Background: an optimization exercise with open tools, aiming at small area. Do not read the settings as production practice.
Only simulation tests tie the RTL to the original design; equivalence was not proved.
Power is estimated from default activity; no workload was simulated.

Setup of job 1523:
// tank_renderer
module tank_renderer #(
    parameter int BULLET_NUM = 8
) (
    input  logic                  pclk,
    input  logic                  in_reset_hint,
    input  logic                  wr_req,
    input  render_pkg::reg_addr_t wr_addr,
    input  render_pkg::reg_data_t wr_data,
    output logic                  wr_ack,
    input  render_pkg::coord_t    pixel_x,
    input  render_pkg::row_t      pixel_y,
    input  logic                  in_display,
    output render_pkg::coord_t    map_rd_x,
    output render_pkg::coord_t    map_rd_y,
    input  logic                  map_wall,
    output render_pkg::rgb_t      rgb
);
Size: about 190 flip-flops, ~74 I/O pins, ~12000 um2 of cells after synthesis.
make LEC_CHECK=0 ABC_AREA=1 CAP_MARGIN=20 CORE_MARGIN=2 CORE_UTILIZATION=70 CTS_BUF_LIST='sky130_fd_sc_hd__clkbuf_4 sky130_fd_sc_hd__clkbuf_8' SLEW_MARGIN=20 finish   # period 8.0 ns
run.sh (not shown) runs the stock make flow with config.mk's settings and CLKGATE_MAP_FILE= SYNTH_SCRIPT=/design/flow/synth_recipe.tcl, a recipe that flattens the netlist after the stock synthesis.
Job 1523 reached the final stage; the timing, DRC and antenna checks on its layout passed.
Relative to job 1523, the following input files were edited for job 331:
==> flow/flow/run.sh (new file) <==
#!/bin/bash
# The standard layout (standard.sh), with two changes: synthesis maps logic with an
# area-oriented abc script, and the port buffers are the smallest buffer cell.
set -euo pipefail
W=$(pwd)
export FLOW_ABC_SCRIPT=$W/flow/area.abc
export BUFFER_PORTS_ARGS="-buffer_cell sky130_fd_sc_hd__buf_1"
sed -e "s#SYNTH_SCRIPT=[^ ]*#SYNTH_SCRIPT=$W/flow/synth.tcl #" standard.sh > $W/flow_standard.sh
grep -q "SYNTH_SCRIPT=$W/flow/synth.tcl" $W/flow_standard.sh
bash $W/flow_standard.sh > $W/flow_make.log 2>&1
==> flow/flow/area.abc (new file) <==
strash
dch
map -a
topo
stime -c
==> flow/flow/synth.tcl (new file) <==
# The standard synthesis script (synth_recipe.tcl), with the abc mapping step given an
# area-oriented script ($::env(FLOW_ABC_SCRIPT)) in place of ORFS's; registers are untouched
proc synth {args} { yosys synth -nofsm -noshare {*}$args }
proc abc {args} {
  set i [lsearch -exact $args -script]
  if { $i >= 0 } { lset args [expr {$i + 1}] $::env(FLOW_ABC_SCRIPT) }
  yosys abc {*}$args
}
source $::env(SCRIPTS_DIR)/synth.tcl
# left out here: clear keep_hierarchy, flatten, clean up, hide names made inside functions, write 1_2_yosys.v
==> flow/standard.sh (new file) <==
#!/bin/bash
# synth_recipe.tcl (not shown) runs the flow's synth.tcl, then flattens the netlist and writes it again
# the make line also repeats each setting of config.mk as NAME=value (left out here)
make -C /OpenROAD-flow-scripts/flow DESIGN_CONFIG=/design/flow/config.mk WORK_HOME=/design/flow/orfs CLKGATE_MAP_FILE= SYNTH_SCRIPT=/design/flow/synth_recipe.tcl "${@:-finish}"
removed: flow/run.sh
### Flow results
- Run comparison: job 1523 most common cell after layout, fill and taps aside nand2_1; job 331 most common cell after layout, fill and taps aside edfxtp_1
- Looking at HPWL after detailed placement, job 331 sits 7700 um lower than job 1523 does.
- Delta (job 331 minus job 1523): wire length on met1 shows a reduction of 27%, reported max-cap violation count shows no meaningful change, count of placed standard cells in the final layout, fillers left out shows a reduction of 524.
- The flow did not stop early for job 331: all stages ran, and the layout cleared the timing, DRC and antenna checks.


Setup of v40:
tank_renderer, a different RTL version from the one above (not shown whole).
Size: roughly 870 cells after synthesis, ~180 flip-flops.
Settings: LEC_CHECK=0, ABC_AREA=1, CAP_MARGIN=20, CORE_MARGIN=2, CORE_UTILIZATION=72, GPL_TIMING_DRIVEN=0, SLEW_MARGIN=20; clock period 8.0 ns.
standard.sh (not shown) runs the stock make flow with config.mk's settings and CLKGATE_MAP_FILE= SYNTH_SCRIPT=/design/flow/synth_recipe.tcl, a recipe that flattens the netlist after the stock synthesis.
==> flow/flow/run.sh <==
#!/bin/bash
# The standard layout (standard.sh) with these changes:
# - synthesis maps logic with an area-oriented abc script (area.abc), and leaves adders to abc
#   instead of mapping them to adder cells first; registers are mapped as in the standard flow
# - the port buffers, and the buffers synthesis puts on wires from port to port, are the
#   smallest buffer cell
# - clock tree synthesis uses clkbuf_8 and no dummy loads
set -euo pipefail
W=$(pwd)
export FLOW_ABC_SCRIPT=$W/flow/area.abc
export BUFFER_PORTS_ARGS="-buffer_cell sky130_fd_sc_hd__buf_1"
export CTS_ARGS="-sink_clustering_enable -repair_clock_nets -buf_list sky130_fd_sc_hd__clkbuf_8 -dont_use_dummy_load"
sed -e "s#SYNTH_SCRIPT=[^ ]*#SYNTH_SCRIPT=$W/flow/synth.tcl ADDER_MAP_FILE= 'MIN_BUF_CELL_AND_PORTS=sky130_fd_sc_hd__buf_1 A X' #" standard.sh > $W/flow_standard.sh
grep -q "SYNTH_SCRIPT=$W/flow/synth.tcl ADDER_MAP_FILE=" $W/flow_standard.sh
bash $W/flow_standard.sh > $W/flow_make.log 2>&1
==> flow/flow/area.abc <==
strash
&get -n
&st
&dch -f
&nf -p -a -F 10 -A 10 -C 32 -R 1000
&put
strash
&get -n
&st
&dch -f
&nf -p -a -F 10 -A 10 -C 32 -R 1000
&put
strash
&get -n
&st
&dch -f
&nf -p -a -F 10 -A 10 -C 32 -R 1000
&put
==> flow/flow/synth.tcl <==
# The standard synthesis script (synth_recipe.tcl), with the abc mapping step given an
# area-oriented script ($::env(FLOW_ABC_SCRIPT)) in place of ORFS's; registers are untouched
proc synth {args} { yosys synth -nofsm -noshare {*}$args }
proc abc {args} {
  set i [lsearch -exact $args -script]
  if { $i >= 0 } { lset args [expr {$i + 1}] $::env(FLOW_ABC_SCRIPT) }
  yosys abc {*}$args
}
source $::env(SCRIPTS_DIR)/synth.tcl
# left out here: clear keep_hierarchy, flatten, clean up, hide names made inside functions, write 1_2_yosys.v
v40 was carried through to the last stage, and its layout satisfied the timing, DRC and antenna checks.
Inputs modified between v40 and v2:
==> flow/flow/run.sh <==
#!/bin/bash
# The standard layout (standard.sh) with these changes:
# - synthesis maps logic with an area-oriented abc script (area.abc: deepsyn, then three
#   rounds of choice computation and area-oriented mapping), and leaves adders to abc
#   instead of mapping them to adder cells first; registers are mapped as in the standard flow
# - the port buffers are the smallest buffer cell, and synthesis puts no buffers on wires
#   from port to port (the port buffers already drive them)
# - clock tree synthesis uses clkbuf_8 and no dummy loads
set -euo pipefail
W=$(pwd)
export FLOW_ABC_SCRIPT=$W/flow/area.abc
export BUFFER_PORTS_ARGS="-buffer_cell sky130_fd_sc_hd__buf_1"
export CTS_ARGS="-sink_clustering_enable -repair_clock_nets -buf_list sky130_fd_sc_hd__clkbuf_8 -dont_use_dummy_load"
sed -e "s#SYNTH_SCRIPT=[^ ]*#SYNTH_SCRIPT=$W/flow/synth.tcl ADDER_MAP_FILE= SYNTH_INSBUF=0 #" standard.sh > $W/flow_standard.sh
grep -q "SYNTH_SCRIPT=$W/flow/synth.tcl ADDER_MAP_FILE=" $W/flow_standard.sh
bash $W/flow_standard.sh > $W/flow_make.log 2>&1
diff --git a/flow/flow/area.abc b/flow/flow/area.abc
--- a/flow/flow/area.abc
+++ b/flow/flow/area.abc
@@ -1,2 +1,6 @@
+strash
+&get -n
+&deepsyn -T 10
+&put
 strash
 &get -n
==> comparison <==
- Diff v40 -> v2: post-synthesis cell type count climbed 1; register fraction of the total cell area higher.
- [compare] base=v40 new=v2: net switching power of the design has decreased, part of the total power dissipated in the clock network has increased.
- Comparing v40 and v2, the lower maximum operating frequency was measured on v2.
Input-level comparison between v13 and v2:
==> flow/flow/run.sh <==
#!/bin/bash
# The standard layout (standard.sh) with these changes:
# - synthesis maps logic with an area-oriented abc script (area.abc: deepsyn, then three
#   rounds of choice computation and area-oriented mapping), and leaves adders to abc
#   instead of mapping them to adder cells first; registers are mapped as in the standard flow
# - the port buffers, and the buffers synthesis puts on wires from port to port, are the
#   smallest buffer cell
# - clock tree synthesis uses clkbuf_8 and no dummy loads
set -euo pipefail
W=$(pwd)
export FLOW_ABC_SCRIPT=$W/flow/area.abc
export BUFFER_PORTS_ARGS="-buffer_cell sky130_fd_sc_hd__buf_1"
export CTS_ARGS="-sink_clustering_enable -repair_clock_nets -buf_list sky130_fd_sc_hd__clkbuf_8 -dont_use_dummy_load"
sed -e "s#SYNTH_SCRIPT=[^ ]*#SYNTH_SCRIPT=$W/flow/synth.tcl ADDER_MAP_FILE= 'MIN_BUF_CELL_AND_PORTS=sky130_fd_sc_hd__buf_1 A X' #" standard.sh > $W/flow_standard.sh
grep -q "SYNTH_SCRIPT=$W/flow/synth.tcl ADDER_MAP_FILE=" $W/flow_standard.sh
bash $W/flow_standard.sh > $W/flow_make.log 2>&1
==> run summary <==
When v13 is measured against v2, its global-route wire length before repair turns out 1.7 mm lower.
On sequential power, v2 and v13 are neck and neck.
Compared with v2, v13 shows routed wire length lower by 2.3%.
When v13 is set beside v2, its part of the total power dissipated in the clock network turns out to be 0.4 points smaller.
v2 and v13 ended up with nearly the same clock skew.
Comparing transition time at the pin with the least slew margin for v2 and v13, the smaller number came from v13.
What v50 does differently from v13 at the input level:
- CORE_UTILIZATION: 72 -> 60
==> comparison <==
Comparing part of the total power dissipated in the clock network for v13 and v50, the smaller number came from v13. v13 → v50: length of routed met2 wiring grew by 130 um; via count shrank by 271; worst hold margin went up by 0.031 ns.
### v50 -> v24
- a change of CORE_UTILIZATION from 60 to 72
diff --git a/flow/flow/run.sh b/flow/flow/run.sh
--- a/flow/flow/run.sh
+++ b/flow/flow/run.sh
@@ -1,6 +1,5 @@
 #!/bin/bash
 # The standard layout (standard.sh) with these changes:
-# - synthesis maps logic with an area-oriented abc script (area.abc: deepsyn, then three
-#   rounds of choice computation and area-oriented mapping), and leaves adders to abc
+# - synthesis maps logic with an area-oriented abc script (area.abc), and leaves adders to abc
 #   instead of mapping them to adder cells first; registers are mapped as in the standard flow
 # - the port buffers, and the buffers synthesis puts on wires from port to port, are the
==> flow/flow/area.abc <==
strash
&get -n
&st
&dch -f
&nf -p -a -F 10 -A 10 -C 32 -R 1000
&put
strash
&get -n
&st
&dch -f
&nf -p -a -F 10 -A 10 -C 32 -R 1000
&put
[summary]
Status: total power parity (v50, v24). Cmp v50 and v24 / sequential area share after synthesis / lower: v24. [compare] base=v50 new=v24: final critical-path share of the clock period down 4.4 points; number of distinct standard cells referenced by the synthesized netlist down 4.

port drivers added, routing unchanged:
How much do the figures lean on ideal ports? The routed layouts below were timed once more, with nothing changed but the port constraints.
Step 1 sets driving cells, clkbuf_16 on the clock port and buf_2 on the other inputs (assumed; they add their load-dependent delay and slew).
Step 2 moves the port delays by t, midway between the first and last clock arrival at a register: inputs arrive t later, outputs are due t later. That takes back most of the time a late clock gives input paths.
a / b / c = no drivers / after step 1 / after step 2; a / b = the first two.
| run | t, ns | setup slack, ns | clock arrival spread, ns |
|---|---|---|---|
| job 1523 | 0.527 | 1.723 / 1.745 / 1.218 | 0.026 / 0.026 |
| job 331 | 0.516 | 1.246 / 1.255 / 0.738 | 0.015 / 0.015 |
| v40 | 0.506 | 1.625 / 1.632 / 1.127 | 0.034 / 0.033 |
| v2 | 0.504 | 1.350 / 1.363 / 0.859 | 0.032 / 0.032 |
| v13 | 0.494 | 1.412 / 1.430 / 0.935 | 0.033 / 0.033 |
| v50 | 0.498 | 1.087 / 1.106 / 0.608 | 0.029 / 0.030 |
| v24 | 0.500 | 1.435 / 1.453 / 0.953 | 0.032 / 0.032 |
After both steps every run listed still meets setup and hold. For job 331, which loses most, drivers alone change the setup slack by +0.009 ns; drivers and shift together by -0.508 ns.
